What follows belongs to an exercise in optimizing a design on an open flow for small area, a short achievable clock period and few clock cycles; a production flow would make more cautious choices.
Only simulation tests tie the RTL to the original design; equivalence was not proved.
No activity file was given, so power comes from the tool's default toggle rates.

// matrix3_add_mul_commutator_top
module matrix3_add_mul_commutator_top (
  input  logic                     clk,
  input  logic                     rst,
  input  logic                     cfg_we,
  input  logic [m3c_pkg::OP_W-1:0] cfg_wdata,
  input  logic                     cmd_valid,
  output logic                     cmd_stall,
  input  m3c_pkg::cmd_word_t       cmd_data,
  output logic                     res_valid,
  input  logic                     res_stall,
  output m3c_pkg::res_word_t       res_data
);
Size in the first run: roughly 1,000 flip-flops, ~85 I/O pins, about 44,000 sq um of cells after synthesis.
==> flow/config.mk <==
export PLATFORM = sky130hd
export DESIGN_NAME = matrix3_add_mul_commutator_top
export DESIGN_NICKNAME = matrix3_add_mul_commutator_top
export VERILOG_FILES = /design/flow/design.v
export SDC_FILE = /design/flow/constraint.sdc
export NUM_CORES = 4
export LEC_CHECK = 0
export ABC_CLOCK_PERIOD_IN_PS = 3500
export CAP_MARGIN = 20
export CORE_MARGIN = 2
export CORE_UTILIZATION = 55
export SETUP_SLACK_MARGIN = 5
export SLEW_MARGIN = 20
==> flow/constraint.sdc <==
create_clock -name core_clock -period 9.0 [get_ports {clk}]
set_input_delay 1.8000 -clock core_clock [delete_from_list [all_inputs] [get_ports {clk}]]
set_output_delay 1.8000 -clock core_clock [all_outputs]
set_load 0.01 [all_outputs]
standard.sh (not shown) runs the stock make flow with config.mk's settings and CLKGATE_MAP_FILE= SYNTH_SCRIPT=/design/flow/synth_recipe.tcl, a recipe that flattens the netlist after the stock synthesis.
==> flow/flow/run.sh <==
#!/bin/bash
# The standard layout, with timing repair aimed at a shorter period than the constraint's
# (the constraint itself is unchanged) and port buffers of a stronger cell.
set -euo pipefail
bash standard.sh SETUP_SLACK_MARGIN=6 "BUFFER_PORTS_ARGS=-buffer_cell sky130_fd_sc_hd__buf_4" finish > orfs_make.log 2>&1
The baseline passed the timing, design-rule and antenna checks.
Testbench counts at the start, summed over its fixed seeds: cycles 8,901.
Rerun with:
==> flow/flow/run.sh (replaced) <==
#!/bin/bash
# The standard layout, with timing repair aimed at a shorter period than the constraint's
# (the constraint itself is unchanged), port buffers of a stronger cell, and a clock tree with
# larger sink clusters and no dummy loads.
set -euo pipefail
bash standard.sh SETUP_SLACK_MARGIN=6 "BUFFER_PORTS_ARGS=-buffer_cell sky130_fd_sc_hd__buf_4" \
  "CTS_ARGS=-sink_clustering_enable -repair_clock_nets -dont_use_dummy_load -sink_clustering_size 20 -sink_clustering_max_diameter 120" \
  finish > orfs_make.log 2>&1
--- a/flow/config.mk
+++ b/flow/config.mk
@@ -10,3 +10,3 @@
 export CORE_MARGIN = 2
-export CORE_UTILIZATION = 55
+export CORE_UTILIZATION = 40
 export SETUP_SLACK_MARGIN = 5
The changed run finished clean.
Utilization decreases by 19 points.
Via count decreases by a few percent.
Cell count increases by a few percent.
Clock skew increases by 0.041 ns.
Non-clock buffer count increases by 8.
Area after synthesis is unchanged.
Global-route usage decreases by 10 points.
Rerun with:
==> flow/flow/run.sh (replaced) <==
#!/bin/bash
# The standard layout, with timing repair aimed at a shorter period than the constraint's
# (the constraint itself is unchanged), port buffers of a stronger cell, and a clock tree with
# larger sink clusters and no dummy loads.
set -euo pipefail
bash standard.sh SETUP_SLACK_MARGIN=6 TNS_END_PERCENT=10 "BUFFER_PORTS_ARGS=-buffer_cell sky130_fd_sc_hd__buf_4" \
  "CTS_ARGS=-sink_clustering_enable -repair_clock_nets -dont_use_dummy_load -sink_clustering_size 25 -sink_clustering_max_diameter 150" \
  finish > orfs_make.log 2>&1
--- a/flow/config.mk
+++ b/flow/config.mk
@@ -10,3 +10,3 @@
 export CORE_MARGIN = 2
-export CORE_UTILIZATION = 40
+export CORE_UTILIZATION = 55
 export SETUP_SLACK_MARGIN = 5
Result:
- fmax is about the same
- wire length rises by a little under a tenth
- first-iteration DRC count rises slightly
- clock power falls by roughly a tenth
- critical path depth rises by 1
- synthesized area stays the same
- sequential power rises slightly
- via count rises by a few percent
- hold slack is worse by 0.0032 ns
Rerun with:
--- a/flow/flow/run.sh
+++ b/flow/flow/run.sh
@@ -5,3 +5,3 @@
 set -euo pipefail
-bash standard.sh SETUP_SLACK_MARGIN=6 TNS_END_PERCENT=10 "BUFFER_PORTS_ARGS=-buffer_cell sky130_fd_sc_hd__buf_4" \
+bash standard.sh SETUP_SLACK_MARGIN=6 "BUFFER_PORTS_ARGS=-buffer_cell sky130_fd_sc_hd__buf_4" \
   "CTS_ARGS=-sink_clustering_enable -repair_clock_nets -dont_use_dummy_load -sink_clustering_size 25 -sink_clustering_max_diameter 150" \
What happened: The new run went through all stages and came out clean. Critical path depth decreases by 2. Routed wire length grows slightly. Die area stays the same. Synthesized cell count is unchanged. Sequential share of layout area shrinks by 0.41 points. Global-route usage went up by 0.42 points. Worst setup slack gets better by 0.049 ns.

---

Another version of the RTL of matrix3_add_mul_commutator_top (not shown whole).
Size: ~3700 cells after synthesis, about 990 flip-flops, roughly 85 I/O pins, roughly 43000 µm² of cells after synthesis.
export LEC_CHECK = 0
export ABC_CLOCK_PERIOD_IN_PS = 3500
export CAP_MARGIN = 20
export CORE_MARGIN = 2
export CORE_UTILIZATION = 40
export SETUP_SLACK_MARGIN = 5
export SLEW_MARGIN = 20
create_clock -name core_clock -period 9.0 [get_ports {clk}]
run.sh (not shown) runs the stock make flow with config.mk's settings and CLKGATE_MAP_FILE= SYNTH_SCRIPT=/design/flow/synth_recipe.tcl, a recipe that flattens the netlist after the stock synthesis.
Stock flow here: none of the scripts above is used.
Testbench counts at the start, summed over its fixed seeds: cycles 8,938.
==> next run, changes <==
--- a/flow/config.mk
+++ b/flow/config.mk
@@ -12 +11,0 @@
-export SETUP_SLACK_MARGIN = 5
The new run passed the timing, design-rule and antenna checks.
Critical path depth goes down by 1.
Cell count fell by about 0.6%.
Synthesized area stays the same.
Total power decreases by 1.8%.
Synthesized cell count stays the same.
Routed wire length shrinks by 0.85%.

---

Another version of the RTL of matrix3_add_mul_commutator_top (not shown whole).
Size in the first run: ~3800 cells after synthesis, about 44000 sq um of cells after synthesis.
clock: 9.0 ns
lec_check: 0
abc_clock_period_in_ps: 3500
cap_margin: 20
core_margin: 2
core_utilization: 40
setup_slack_margin: 5
slew_margin: 20
Testbench counts at the start, summed over its fixed seeds: cycles 8,938.
Then changed:
==> flow/flow/run.sh (new file) <==
#!/bin/bash
# The standard layout, with timing repair aimed at a shorter period than the constraint's
# (the constraint itself is unchanged) and port buffers of a stronger cell.
set -euo pipefail
bash standard.sh SETUP_SLACK_MARGIN=6 "BUFFER_PORTS_ARGS=-buffer_cell sky130_fd_sc_hd__buf_4" finish > orfs_make.log 2>&1
==> flow/standard.sh (new file) <==
#!/bin/bash
# synth_recipe.tcl (not shown) runs the flow's synth.tcl, then flattens the netlist and writes it again
# the make line also repeats each setting of config.mk as NAME=value (left out here)
make -C /OpenROAD-flow-scripts/flow DESIGN_CONFIG=/design/flow/config.mk WORK_HOME=/design/flow/orfs CLKGATE_MAP_FILE= SYNTH_SCRIPT=/design/flow/synth_recipe.tcl "${@:-finish}"
removed: flow/run.sh
The changed run passed the timing, design-rule and antenna checks.
Non-clock buffer count increases by 49.
Clock power increases by about 2%.
Cell count increases by 1.0%.
Setup slack is better by 0.76 ns.
Total power increases by 1.6%.
Sequential power is about the same.
Die area stays the same.
Global-route usage increases by 0.50 points.
Core utilization increases by 1.3 points.
Wire length increases by about 1.8%.
Hold slack is better by 0.0077 ns.

---

Another version of the RTL of matrix3_add_mul_commutator_top (not shown whole).
For scale: roughly 1000 flip-flops, about 85 I/O pins, roughly 44000 um^2 of cells after synthesis.
## matrix3_add_mul_commutator_top
module matrix3_add_mul_commutator_top (
  input  logic                     clk,
  input  logic                     rst,
  input  logic                     cfg_we,
  input  logic [m3c_pkg::OP_W-1:0] cfg_wdata,
  input  logic                     cmd_valid,
  output logic                     cmd_stall,
  input  m3c_pkg::cmd_word_t       cmd_data,
  output logic                     res_valid,
  input  logic                     res_stall,
  output m3c_pkg::res_word_t       res_data
);
  logic [2:0] operation;
  always_ff @(posedge clk) begin
    if (rst) operation <= 3'd0;
    else if (cfg_we) operation <= cfg_wdata;
  end
  logic op_ab, op_ba, op_comm, op_dual, op_ew, op_sub;
  assign op_ab = (operation == 3'd2);
  assign op_ba = (operation == 3'd3);
  assign op_comm = (operation == 3'd4);
  assign op_dual = (operation == 3'd4) || (operation == 3'd5);
  assign op_ew = !(op_ab || op_ba || op_dual);
  assign op_sub = (operation == 3'd1);
  logic [1:0] ph;
  logic [1:0] ph_next;
  assign ph_next = (ph == 2'd2) ? 2'd0 : ph + 2'd1;
  always_ff @(posedge clk) begin
    if (rst) ph <= 2'd0;
    else ph <= ph_next;
  end
  logic       act;
  logic [2:0] ei, ej, kk;
  logic       half, eb;
  logic [3:0] cur;
  ...
Settings: LEC_CHECK=0, ABC_CLOCK_PERIOD_IN_PS=3500, CAP_MARGIN=20, CORE_MARGIN=2, CORE_UTILIZATION=50, SETUP_SLACK_MARGIN=5, SLEW_MARGIN=20; clock period 9.0 ns.
standard.sh (not shown) runs the stock make flow with config.mk's settings and CLKGATE_MAP_FILE= SYNTH_SCRIPT=/design/flow/synth_recipe.tcl, a recipe that flattens the netlist after the stock synthesis.
==> flow/flow/run.sh <==
#!/bin/bash
# The standard layout, with timing repair aimed at a shorter period than the constraint's
# (the constraint itself is unchanged) and port buffers of a stronger cell.
set -euo pipefail
bash standard.sh SETUP_SLACK_MARGIN=7 "BUFFER_PORTS_ARGS=-buffer_cell sky130_fd_sc_hd__buf_4" finish > orfs_make.log 2>&1
Testbench counts at the start, summed over its fixed seeds: cycles 8,938.
==> next run, changes <==
==> flow/flow/run.sh (replaced) <==
#!/bin/bash
# The standard layout, with timing repair aimed at a shorter period than the constraint's
# (the constraint itself is unchanged) and port buffers of a stronger cell.
set -euo pipefail
bash standard.sh SETUP_SLACK_MARGIN=6 "BUFFER_PORTS_ARGS=-buffer_cell sky130_fd_sc_hd__buf_4" finish > orfs_make.log 2>&1
- CORE_UTILIZATION: 50 -> 40
=> Clock-buffer cell count does not change; clock power climbs by about 2%; synthesized area stays the same; final area drops by 14%; cell count is about the same; global-route usage drops by 9.9 points; worst setup slack degrades by 0.025 ns; wire length drops by 21%; power drops by 5.4%.

---

RTL: one of the versions met above, not the one the previous note started from.
For scale: about 3800 cells after synthesis, about 1000 flip-flops, ~85 I/O pins, roughly 44000 um2 of cells after synthesis.
Settings: LEC_CHECK=0, ABC_CLOCK_PERIOD_IN_PS=3500, CAP_MARGIN=20, CORE_MARGIN=2, CORE_UTILIZATION=40, SETUP_SLACK_MARGIN=5, SLEW_MARGIN=20; clock period 9.0 ns.
==> flow/flow/run.sh <==
#!/bin/bash
# The standard layout, with timing repair aimed at a shorter period than the constraint's
# (the constraint itself is unchanged), port buffers of a stronger cell, and a clock tree with
# larger sink clusters and no dummy loads.
set -euo pipefail
bash standard.sh SETUP_SLACK_MARGIN=6 "BUFFER_PORTS_ARGS=-buffer_cell sky130_fd_sc_hd__buf_4" \
  "CTS_ARGS=-sink_clustering_enable -repair_clock_nets -dont_use_dummy_load -sink_clustering_size 25 -sink_clustering_max_diameter 150" \
  finish > orfs_make.log 2>&1
Testbench counts at the start, summed over its fixed seeds: cycles 8,901.
==> next run, changes <==
==> flow/flow/run.sh (replaced) <==
#!/bin/bash
# The standard layout, with timing repair aimed at a shorter period than the constraint's
# (the constraint itself is unchanged) and port buffers of a stronger cell.
set -euo pipefail
bash standard.sh SETUP_SLACK_MARGIN=6 "BUFFER_PORTS_ARGS=-buffer_cell sky130_fd_sc_hd__buf_4" finish > orfs_make.log 2>&1
Effect: Die area does not change. Clock-buffer cell count came out higher by 92. Power went up by 26%. Routed wire length climbs by 2.0%. Combinational power rises by about 3%. Core utilization went up by 2.7 points. Hold slack improves by 6.0 ps. Cell count went up by about 3.4%.
==> next run, changes <==
==> flow/flow/run.sh (replaced) <==
#!/bin/bash
# The standard layout, with timing repair aimed at a shorter period than the constraint's
# (the constraint itself is unchanged), port buffers of a stronger cell, and a clock tree with
# larger sink clusters and no dummy loads.
set -euo pipefail
bash standard.sh SETUP_SLACK_MARGIN=6 "BUFFER_PORTS_ARGS=-buffer_cell sky130_fd_sc_hd__buf_4" \
  "CTS_ARGS=-sink_clustering_enable -repair_clock_nets -dont_use_dummy_load -sink_clustering_size 25 -sink_clustering_max_diameter 150" \
  finish > orfs_make.log 2>&1
--- a/flow/config.mk
+++ b/flow/config.mk
@@ -10,3 +10,3 @@
 export CORE_MARGIN = 2
-export CORE_UTILIZATION = 40
+export CORE_UTILIZATION = 65
 export SETUP_SLACK_MARGIN = 5
Outcome: The changed run ran to the end with no violations; worst hold slack loses 13 ps; final cell count drops by 15%; setup slack gains 5.6 ps; routed wire length climbs by 2.9%; register-to-register slack is about the same; die area drops by 38%; power drops by 20%.

## separate check: timing with driven ports
How much do the figures lean on ideal ports? The routed layouts below were timed once more, with nothing changed but the port constraints. Step 1 assumes that a clkbuf_16 drives the clock port and a buf_2 every other input. Step 2 also shifts input and output timing later by t, the mid clock arrival at the registers, as if the neighbouring blocks saw the same clock. a / b / c = no drivers / after step 1 / after step 2; a / b = the first two.
| run | t, ns | slack for setup (ns) | worst hold slack (ns) | pins driven straight from the clock port |
|---|---|---|---|---|
| the first run of note 1 | 0.740 | 5.958 / 5.888 / 5.554 | 0.321 / 0.321 / 0.321 | 1 |
| the second run of note 1 | 0.704 | 5.917 / 5.917 / 5.458 | 0.305 / 0.305 / 0.305 | 1 |
| the third run of note 1 | 0.686 | 5.918 / 5.910 / 5.342 | 0.302 / 0.302 / 0.302 | 1 |
| the fourth run of note 1 | 0.674 | 5.967 / 5.930 / 5.504 | 0.329 / 0.329 / 0.329 | 1 |
| the first run of note 2 | 0.756 | 4.986 / 4.986 / 4.429 | 0.325 / 0.325 / 0.325 | 1 |
| the second run of note 2 | 0.754 | 4.170 / 4.170 / 3.930 | 0.325 / 0.325 / 0.325 | 1 |
| the first run of note 3 | 0.740 | 5.188 / 5.120 / 4.756 | 0.317 / 0.317 / 0.317 | 1 |
| the second run of note 3 | 0.746 | 5.952 / 5.883 / 5.387 | 0.325 / 0.325 / 0.325 | 1 |
| the first run of note 4 | 0.768 | 5.964 / 5.899 / 5.557 | 0.334 / 0.334 / 0.334 | 1 |
| the second run of note 4 | 0.766 | 5.939 / 5.871 / 5.369 | 0.300 / 0.300 / 0.300 | 1 |
| the first run of note 5 | 0.706 | 5.964 / 5.931 / 5.518 | 0.319 / 0.319 / 0.319 | 1 |
| the second run of note 5 | 0.756 | 5.946 / 5.903 / 5.462 | 0.325 / 0.325 / 0.325 | 1 |
| the third run of note 5 | 0.675 | 5.951 / 5.951 / 5.563 | 0.312 / 0.312 / 0.312 | 1 |
After both steps setup and hold are still met in every run listed. For the third run of note 1, which loses most, drivers alone change the setup slack by -0.008 ns; drivers and shift together by -0.576 ns.
